From an optimization exercise on the open Yosys and OpenROAD flow, aimed at small area, a short achievable clock period and few clock cycles; shortcuts taken in it are not production practice. Where RTL was checked, it was by simulation tests only, not by an equivalence proof against the original. Power is estimated from default activity; no workload was simulated.

==> flow/design.v (excerpt) <==
module servo_bus_status_frame_parser_core (
    input  logic                            i_clk,
    input  logic                            i_rst_n,
    input  logic                            i_cfg_we,
    input  logic [sbsp_pkg::CFG_IDX_W-1:0]  i_cfg_idx,
    input  logic [sbsp_pkg::CFG_DATA_W-1:0] i_cfg_data,
    input  logic                            i_rx_valid,
    output logic                            o_rx_ready,
    input  logic [sbsp_pkg::BYTE_W-1:0]     i_rx_byte,
    output logic                            o_res_valid,
    input  logic                            i_res_ready,
    output logic [1:0]                      o_res_status,
    output logic [sbsp_pkg::BYTE_W-1:0]     o_res_servo_id,
    output logic [sbsp_pkg::BYTE_W-1:0]     o_res_error_byte,
    output logic                            o_res_data_valid,
    output logic [sbsp_pkg::BYTE_W-1:0]     o_res_data_byte,
    output logic [sbsp_pkg::PAR_W-1:0]      o_res_data_index,
    output logic                            o_res_last
);
    localparam int QD = 4;                  
    localparam int QW = 2;
    localparam logic [PAR_W-1:0] LAST_ADDR = PAR_W'(MAX_PARAMS - 1);
    logic [BYTE_W-1:0] r_scan_limit, n_scan_limit;
    logic [LEN_W-1:0]  r_max_length;
    always_comb begin
        n_scan_limit = r_scan_limit;
        if (!i_rst_n)                                     n_scan_limit = SCAN_LIMIT_RST;
        else if (i_cfg_we && i_cfg_idx == CFG_SCAN_LIMIT) n_scan_limit = i_cfg_data;
    end
    always_ff @(posedge i_clk) begin
        r_scan_limit <= n_scan_limit;
        if (!i_rst_n)                                     r_max_length <= MAX_LENGTH_RST;
        else if (i_cfg_we && i_cfg_idx == CFG_MAX_LENGTH) r_max_length <= i_cfg_data[LEN_W-1:0];
    end
    logic              r_rdy;
    logic              r_bv;
    logic [BYTE_W-1:0] r_b;
  ...
For scale: roughly 1700 cells after synthesis, about 58 I/O pins, about 27000 µm² of cells after synthesis.
export LEC_CHECK = 0
export CAP_MARGIN = 20
export CORE_MARGIN = 2
export CORE_UTILIZATION = 40
export PLACE_DENSITY = 0.6
export SLEW_MARGIN = 20
create_clock -name core_clock -period 5.0 [get_ports {i_clk}]
run.sh (not shown) runs the stock make flow with config.mk's settings and CLKGATE_MAP_FILE= SYNTH_SCRIPT=/design/flow/synth_recipe.tcl, a recipe that flattens the netlist after the stock synthesis.
The first run completed without violations.
Rerun with:
- SETUP_SLACK_MARGIN: default -> 2.6
Effect: Area after synthesis stays the same. Clock power barely changes. Power goes up by 3.3%. Fmax rose by 18%. Hold slack is worse by 0.015 ns. Via count increases by 3.3%. Final cell count rises by 2.4%. Routed wire length went up by 8.0%. Design area came out higher by 5.3%. Register-to-register slack is better by 0.49 ns. Setup slack gains 0.49 ns.
No functional check of the RTL was part of any run of this note.

========
## before
servo_bus_status_frame_parser_core, a different RTL version from the one above (not shown whole).
For scale: roughly 1800 cells after synthesis, ~650 flip-flops, ~58 I/O pins.
## servo_bus_status_frame_parser_core
module servo_bus_status_frame_parser_core (
    input  logic                            i_clk,
    input  logic                            i_rst_n,
    input  logic                            i_cfg_we,
    input  logic [sbsp_pkg::CFG_IDX_W-1:0]  i_cfg_idx,
    input  logic [sbsp_pkg::CFG_DATA_W-1:0] i_cfg_data,
    input  logic                            i_rx_valid,
    output logic                            o_rx_ready,
    input  logic [sbsp_pkg::BYTE_W-1:0]     i_rx_byte,
    output logic                            o_res_valid,
    input  logic                            i_res_ready,
    output logic [1:0]                      o_res_status,
    output logic [sbsp_pkg::BYTE_W-1:0]     o_res_servo_id,
    output logic [sbsp_pkg::BYTE_W-1:0]     o_res_error_byte,
    output logic                            o_res_data_valid,
    output logic [sbsp_pkg::BYTE_W-1:0]     o_res_data_byte,
    output logic [sbsp_pkg::PAR_W-1:0]      o_res_data_index,
    output logic                            o_res_last
);
clock: 5.0 ns
lec_check: 0
cap_margin: 20
core_margin: 2
core_utilization: 55
cts_cluster_diameter: 100
cts_cluster_size: 24
place_density: 0.7
setup_slack_margin: 3.0
slew_margin: 20
standard.sh (not shown) runs the stock make flow with config.mk's settings and CLKGATE_MAP_FILE= SYNTH_SCRIPT=/design/flow/synth_recipe.tcl, a recipe that flattens the netlist after the stock synthesis.
==> flow/flow/run.sh <==
#!/bin/bash
# The standard layout, with the port buffers made from buf_2 cells instead of the
# slower cells buffer_ports picks by itself. Each tool's full output goes to its own log.
set -euo pipefail
bash standard.sh BUFFER_PORTS_ARGS="-buffer_cell sky130_fd_sc_hd__buf_2" finish > standard_flow.log 2>&1
Modified inputs, after compared to before
- swapping 0.7 for 0.6 in PLACE_DENSITY
- swapping 55 for 40 in CORE_UTILIZATION
Findings:
after vs. before: proportion of final cell area spent on non-clock buffers now larger, utilization now smaller.
On multi-input gate share of the layout cell area, the lower figure sits with after, not before.
after consumes more power than before does.
Taking before as the reference point, the core region area of after rises by 38%.
No run of this note included a check of the RTL's function; only the layout flow was run.

========
== job 9883 ==
servo_bus_status_frame_parser_core, a different RTL version from the one above (not shown whole).
Size: roughly 670 flip-flops, about 58 I/O pins.
Settings: LEC_CHECK=0, CAP_MARGIN=20, CORE_MARGIN=2, CORE_UTILIZATION=40, CTS_CLUSTER_DIAMETER=100, CTS_CLUSTER_SIZE=24, PLACE_DENSITY=0.6, SETUP_SLACK_MARGIN=3.25, SLEW_MARGIN=20; clock period 5.0 ns.
Scripts as last shown in full above: flow/flow/run.sh
Job 9883 | status: complete | timing, DRC, antenna: pass
Testbench counts of job 9883, summed over its fixed seeds: cycles 43,404.
[inputs] job 8467 vs job 9883
# job 9883
export LEC_CHECK = 0
export CAP_MARGIN = 20
export CORE_MARGIN = 2
export CORE_UTILIZATION = 40
export CTS_CLUSTER_DIAMETER = 100
export CTS_CLUSTER_SIZE = 24
export PLACE_DENSITY = 0.6
export SETUP_SLACK_MARGIN = 3.25
export SLEW_MARGIN = 20
create_clock -name core_clock -period 5.0 [get_ports {i_clk}]
# job 8467
export LEC_CHECK = 0
export CAP_MARGIN = 20
export CORE_MARGIN = 2
export CORE_UTILIZATION = 40
export CTS_CLUSTER_DIAMETER = 80
export CTS_CLUSTER_SIZE = 30
export PLACE_DENSITY = 0.6
export SETUP_SLACK_MARGIN = 3.0
export SLEW_MARGIN = 20
create_clock -name core_clock -period 5.0 [get_ports {i_clk}]
--- outcome ---
Against job 9883, job 8467 comes in 2.6 points lower on core utilization.
Delta (job 8467 minus job 9883): final design instance area without fill fell 0.0017 mm², maximum resistive drop on vdd rose about 20%, global-route usage fell 1.2 points, net switching component of the power fell 140 µW.
Of job 8467 and job 9883, the higher fraction of power consumed by the clock network belongs to job 8467.
Overall power after layout went down by a few percent going from job 9883 to job 8467.
On tightest slew margin relative to the limit: job 8467 sits below job 9883.
Taking job 8467 as 1.0, job 9883 lands at 1.7 on non-clock buffer total of the final layout.
Relative to job 9883, the cell count measured on job 8467 has decreased by a few percent.
Input changes introduced in job 9291 (baseline for comparison: job 8467):
# job 8467
export LEC_CHECK = 0
export CAP_MARGIN = 20
export CORE_MARGIN = 2
export CORE_UTILIZATION = 40
export CTS_CLUSTER_DIAMETER = 80
export CTS_CLUSTER_SIZE = 30
export PLACE_DENSITY = 0.6
export SETUP_SLACK_MARGIN = 3.0
export SLEW_MARGIN = 20
create_clock -name core_clock -period 5.0 [get_ports {i_clk}]
# job 9291
export LEC_CHECK = 0
export CAP_MARGIN = 20
export CORE_MARGIN = 2
export CORE_UTILIZATION = 40
export CTS_CLUSTER_DIAMETER = 100
export CTS_CLUSTER_SIZE = 24
export PLACE_DENSITY = 0.6
export SETUP_SLACK_MARGIN = 3.0
export SLEW_MARGIN = 20
create_clock -name core_clock -period 5.0 [get_ports {i_clk}]
Findings:
Summary of job 9291 over job 8467: final critical-path share of the clock period fell by 1.3 points; worst setup slack has increased; via count went up. NOTE first-pass GRT wire length job 8467->job 9291 increased slightly. Between job 8467 and job 9291, the difference in area used by multi-input combinational logic is negligible.

[what the ideal ports hide]
How much do the figures lean on ideal ports? The routed layouts below were timed once more, with nothing changed but the port constraints. Step 1: set_driving_cell puts a clkbuf_16 on i_clk and a buf_2 on each other input, an assumption about the parent block. Step 2 times the ports against the registers' clock, not the clock port: input delays grow and output delays shrink by t, the midpoint of the rising clock arrivals with the driver on. Three values: no drivers, after step 1, after step 2; two values: the first two.
run	t, ns	slack for setup (ns)	worst setup path at the end	latest minus earliest clock arrival (ns)	slew at the worst register clock pin (ns)
the first run of note 1	0.668	1.755 / 1.755 / 1.410	input to register	0.029 / 0.028	0.06 / 0.06
the second run of note 1	0.673	2.244 / 2.244 / 1.749	input to register	0.025 / 0.025	0.06 / 0.06
before	0.684	2.612 / 2.558 / 2.384	input to register	0.040 / 0.040	0.10 / 0.10
after	0.676	2.725 / 2.691 / 2.441	input to register	0.029 / 0.028	0.10 / 0.10
job 9883	0.628	2.746 / 2.690 / 2.518	input to register	0.028 / 0.028	0.10 / 0.10
job 8467	0.674	2.731 / 2.672 / 2.459	input to register	0.037 / 0.037	0.11 / 0.11
job 9291	0.634	2.798 / 2.737 / 2.498	input to register	0.040 / 0.040	0.11 / 0.11
After both steps setup and hold are still met in every run listed. For the second run of note 1, which loses most, drivers alone change the setup slack by 0.000 ns; drivers and shift together by -0.495 ns.
